What follows belongs to an exercise in optimizing a design on an open flow for small area; a production flow would make more cautious choices.
Function was checked by simulation only, so behaviour that the tests miss may differ from the original.
No activity file was given, so power comes from the tool's default toggle rates. The flow treats the clock pin as an ideal source, which a real chip does not have.

// load_input_buffer
module load_input_buffer #(
  parameter int IN_W       = 8,
  parameter int IMG_BITS   = 784,
  parameter int RD_W       = 1,
  parameter int DOUBLE_BUF = 1,
  localparam int WORDS     = IMG_BITS / IN_W,
  localparam int RDEPTH    = IMG_BITS / RD_W,
  localparam int RA_W      = (RDEPTH > 1) ? $clog2(RDEPTH) : 1,
  localparam int WC_W      = (WORDS > 1) ? $clog2(WORDS) : 1
) (
  input  logic            clk,
  input  logic            rst,
  input  logic            trigger,
  input  logic [IN_W-1:0] data,
  input  logic [RA_W-1:0] addr,
  output logic [RD_W-1:0] q,
  output logic            ready,
  input  logic            release_i,
  output logic            loading,
  output logic            drop,
  output logic [WC_W-1:0] wr_cnt
);
Size: ~33 I/O pins.
==> module load_input_buffer, before the edit <==
module load_input_buffer #(
  parameter int IN_W       = 8,
  parameter int IMG_BITS   = 784,
  parameter int RD_W       = 1,
  parameter int DOUBLE_BUF = 1,
  localparam int WORDS     = IMG_BITS / IN_W,
  localparam int RDEPTH    = IMG_BITS / RD_W,
  localparam int RA_W      = (RDEPTH > 1) ? $clog2(RDEPTH) : 1,
  localparam int WC_W      = (WORDS > 1) ? $clog2(WORDS) : 1
) (
  input  logic            clk,
  input  logic            rst,
  input  logic            trigger,
  input  logic [IN_W-1:0] data,
  input  logic [RA_W-1:0] addr,
  output logic [RD_W-1:0] q,
  output logic            ready,
  input  logic            release_i,
  output logic            loading,
  output logic            drop,
  output logic [WC_W-1:0] wr_cnt
);
  localparam int WB = IMG_BITS - IN_W;             
  localparam logic [WC_W-1:0] LAST_CNT = WC_W'(WORDS - 1);
  logic [WB-1:0]       w_q;        
  logic [IN_W-1:0]     l_q;        
  logic [IMG_BITS-1:0] r_q;        
  logic                r_full_q;   
  logic                w_full_q;   
  logic [WC_W-1:0]     cnt_q;
  logic                drop_q;
  logic [RD_W-1:0]     q_q;
  logic wr_ok, last, rel, shift, done, to_r, to_l, ld_r;
  assign wr_ok = trigger & ~w_full_q;
  assign last  = (cnt_q == LAST_CNT);
  assign rel   = release_i & r_full_q;
  assign shift = wr_ok & ~last;
  assign done  = wr_ok & last;
  assign to_r  = done & (~r_full_q | rel);
  assign to_l  = done & r_full_q & ~rel;
  assign ld_r  = to_r | (rel & w_full_q);
  always_ff @(posedge clk) begin
    if (rst) begin
      cnt_q    <= '0;
      r_full_q <= 1'b0;
      w_full_q <= 1'b0;
      drop_q   <= 1'b0;
    end else begin
      if (done)       cnt_q <= '0;
      else if (shift) cnt_q <= cnt_q + 1'b1;
      r_full_q <= ld_r | (r_full_q & ~rel);
      w_full_q <= to_l | (w_full_q & ~rel);
      drop_q   <= trigger & w_full_q;
    end
  end
  logic p_q;
  logic [IN_W-1:0] dx;
  assign dx = data ^ {IN_W{p_q}};
  always_ff @(posedge clk) begin
    if (rst) p_q <= 1'b0;
    else     p_q <= ~p_q;
  end
  logic shift_n, to_l_n, ld_r_n;
  assign shift_n = ~shift;
  assign to_l_n  = ~to_l;
  assign ld_r_n  = ~ld_r;
  logic [WB-1:0]       w_d;
  logic [IN_W-1:0]     l_d;
  logic [IMG_BITS-1:0] r_d;
  logic [WB-1:0]       r_src;
  logic [WB-1:0]       w_src;
  assign w_src = {dx, w_q[WB-1:IN_W]};
  assign r_src = w_q;
  for (genvar i = 0; i < WB; i++) begin : g_w
    lib_oai22 u_m (.a1(shift), .a2(w_q[i]), .b1(shift_n), .b2(w_src[i]), .y(w_d[i]));
  end
  for (genvar i = 0; i < IN_W; i++) begin : g_l
    lib_oai22 u_m (.a1(to_l), .a2(l_q[i]), .b1(to_l_n), .b2(dx[i]), .y(l_d[i]));
  end
  for (genvar i = 0; i < WB; i++) begin : g_r
    lib_oai22 u_m (.a1(ld_r), .a2(r_q[i]), .b1(ld_r_n), .b2(r_src[i]), .y(r_d[i]));
  end
  logic ld_l;
  assign ld_l = rel & w_full_q;
  for (genvar i = WB; i < IMG_BITS; i++) begin : g_rt
    lib_aoi222 u_m (.a1(ld_r_n), .a2(r_q[i]), .b1(ld_l), .b2(l_q[i-WB]), .c1(to_r), .c2(dx[i-WB]), .y(r_d[i]));
  end
  always_ff @(posedge clk) begin
    w_q <= w_d;
    l_q <= l_d;
    r_q <= r_d;
  end
  localparam int NCOL = 32;
  localparam int NROW = (IMG_BITS + NCOL - 1) / NCOL;    
  localparam int NDEC = 2;                                 
  logic [NDEC-1:0][NCOL-1:0] col_n;
  logic [NROW-1:0] row_n, term;
  logic            valid, rd_inv;
  for (genvar d = 0; d < NDEC; d++) begin : g_col
    lib_col_dec #(.N(NCOL)) u_d (.a(addr[4:0]), .sel_n(col_n[d]));
  end
  for (genvar r = 0; r < NROW; r++) begin : g_row
    assign row_n[r] = ~(addr[RA_W-1:5] == (RA_W-5)'(r));
  end
  for (genvar r = 0; r < NROW; r++) begin : g_rd
    localparam int NB = (IMG_BITS - r*NCOL < NCOL) ? IMG_BITS - r*NCOL : NCOL;   
    if (NB == NCOL) begin : g_f
      lib_rd_row #(.N(NCOL)) u_r (.col_n(col_n[r*NDEC/NROW]), .bits(r_q[r*NCOL +: NCOL]), .row_n(row_n[r]), .y(term[r]));
    end else begin : g_h
      lib_rd_row #(.N(NB)) u_r (.col_n(col_n[r*NDEC/NROW][NB-1:0]), .bits(r_q[r*NCOL +: NB]), .row_n(row_n[r]), .y(term[r]));
    end
  end
  assign valid  = (addr < RA_W'(RDEPTH));
  assign rd_inv = |term;
  always_ff @(posedge clk) begin
    if (rst) q_q <= '0;
    else     q_q <= valid & ~(rd_inv ^ p_q);
  end
  assign q       = q_q;
  assign ready   = r_full_q;
  assign drop    = drop_q;
  assign wr_cnt  = cnt_q;
  assign loading = (cnt_q != '0);
endmodule
==> module lib_col_dec, before the edit <==
module lib_col_dec #(
  parameter int N = 32
) (
  input  logic [$clog2(N)-1:0] a,
  output logic [N-1:0]         sel_n
);
  for (genvar c = 0; c < N; c++) begin : g_c
    assign sel_n[c] = ~(a == $clog2(N)'(c));
  end
endmodule
clock: 6.0 ns
lec_check: 0
cap_margin: 0
core_margin: 2
core_utilization: 60
cts_buf_list: sky130_fd_sc_hd__clkbuf_16
cts_cluster_diameter: 80
cts_cluster_size: 30
slew_margin: 0
synth_hierarchical: 1
synth_minimum_keep_size: 0
standard.sh (not shown) runs the stock make flow with config.mk's settings and CLKGATE_MAP_FILE= SYNTH_SCRIPT=/design/flow/synth_recipe.tcl, a recipe that flattens the netlist after the stock synthesis.
==> flow/flow/run.sh <==
#!/bin/bash
set -euo pipefail
export CTS_ARGS="-sink_clustering_enable -repair_clock_nets -dont_use_dummy_load -buf_list sky130_fd_sc_hd__clkbuf_16 -sink_clustering_size 30 -sink_clustering_max_diameter 80"
export BUFFER_PORTS_ARGS="-buffer_cell sky130_fd_sc_hd__buf_1"
bash standard.sh > standard.log 2>&1
Edit:
--- a/flow/design.v
+++ b/flow/design.v
@@ -93,10 +93,9 @@
   localparam int NCOL = 32;
   localparam int NROW = (IMG_BITS + NCOL - 1) / NCOL;    
-  localparam int NDEC = 2;                                 
-  logic [NDEC-1:0][NCOL-1:0] col_n;
+  logic [NCOL-1:0] col_n;
   logic [NROW-1:0] row_n, term;
   logic            valid, rd_inv;
-  for (genvar d = 0; d < NDEC; d++) begin : g_col
-    lib_col_dec #(.N(NCOL)) u_d (.a(addr[4:0]), .sel_n(col_n[d]));
+  for (genvar c = 0; c < NCOL; c++) begin : g_col
+    assign col_n[c] = ~(addr[4:0] == 5'(c));
   end
   for (genvar r = 0; r < NROW; r++) begin : g_row
@@ -106,7 +105,7 @@
     localparam int NB = (IMG_BITS - r*NCOL < NCOL) ? IMG_BITS - r*NCOL : NCOL;   
     if (NB == NCOL) begin : g_f
-      lib_rd_row #(.N(NCOL)) u_r (.col_n(col_n[r*NDEC/NROW]), .bits(r_q[r*NCOL +: NCOL]), .row_n(row_n[r]), .y(term[r]));
+      lib_rd_row #(.N(NCOL)) u_r (.col_n(col_n), .bits(r_q[r*NCOL +: NCOL]), .row_n(row_n[r]), .y(term[r]));
     end else begin : g_h
-      lib_rd_row #(.N(NB)) u_r (.col_n(col_n[r*NDEC/NROW][NB-1:0]), .bits(r_q[r*NCOL +: NB]), .row_n(row_n[r]), .y(term[r]));
+      lib_rd_row #(.N(NB)) u_r (.col_n(col_n[NB-1:0]), .bits(r_q[r*NCOL +: NB]), .row_n(row_n[r]), .y(term[r]));
     end
   end
@@ -153,12 +152,2 @@
   assign y = ~((a1 & a2) | (b1 & b2) | (c1 & c2));
 endmodule
-module lib_col_dec #(
-  parameter int N = 32
-) (
-  input  logic [$clog2(N)-1:0] a,
-  output logic [N-1:0]         sel_n
-);
-  for (genvar c = 0; c < N; c++) begin : g_c
-    assign sel_n[c] = ~(a == $clog2(N)'(c));
-  end
-endmodule
- synthesized cell count is lower by 1.2%
- power is lower by 0.51%
- worst setup slack gets better by 0.93 ns
- design area barely changes
- routed wire length is lower by 5.6%
- global-route usage is lower by 2.0 points
- utilization is higher by 0.37 points
- clock power barely changes
- first-iteration DRC count is lower by 14%
- via count is lower by 1.8%
- clock-buffer cell count is unchanged
- critical path depth is higher by 1
- final cell count is lower by 0.34%

==> what the ideal ports hide <==
The results above use ideal ports. As a check the final layouts listed here were re-extracted and re-timed, cells and wires unchanged.
Step 1 assumes that a clkbuf_16 drives the clock port and a buf_2 every other input.
Step 2 moves the port delays by t, midway between the first and last clock arrival at a register: inputs arrive t later, outputs are due t later. That takes back most of the time a late clock gives input paths.
a / b / c = ideal / step 1 / step 2; a / b = the first two.
| run | t (ns) | setup WS [ns] | worst hold slack (ns) | worst setup path at the end | cell pins on the clock port's net |
|---|---|---|---|---|---|
| the first run | 0.733 | 0.523 / 0.512 / -0.221 | 0.445 / 0.445 / 0.445 | input to register | 1 |
| the second run | 0.734 | 1.454 / 1.468 / 0.735 | 0.424 / 0.424 / 0.424 | input to register | 1 |
With both steps, setup timing fails in the first run, where it was met with ideal ports. For the first run, which loses most, drivers alone change the setup slack by -0.011 ns; drivers and shift together by -0.744 ns.
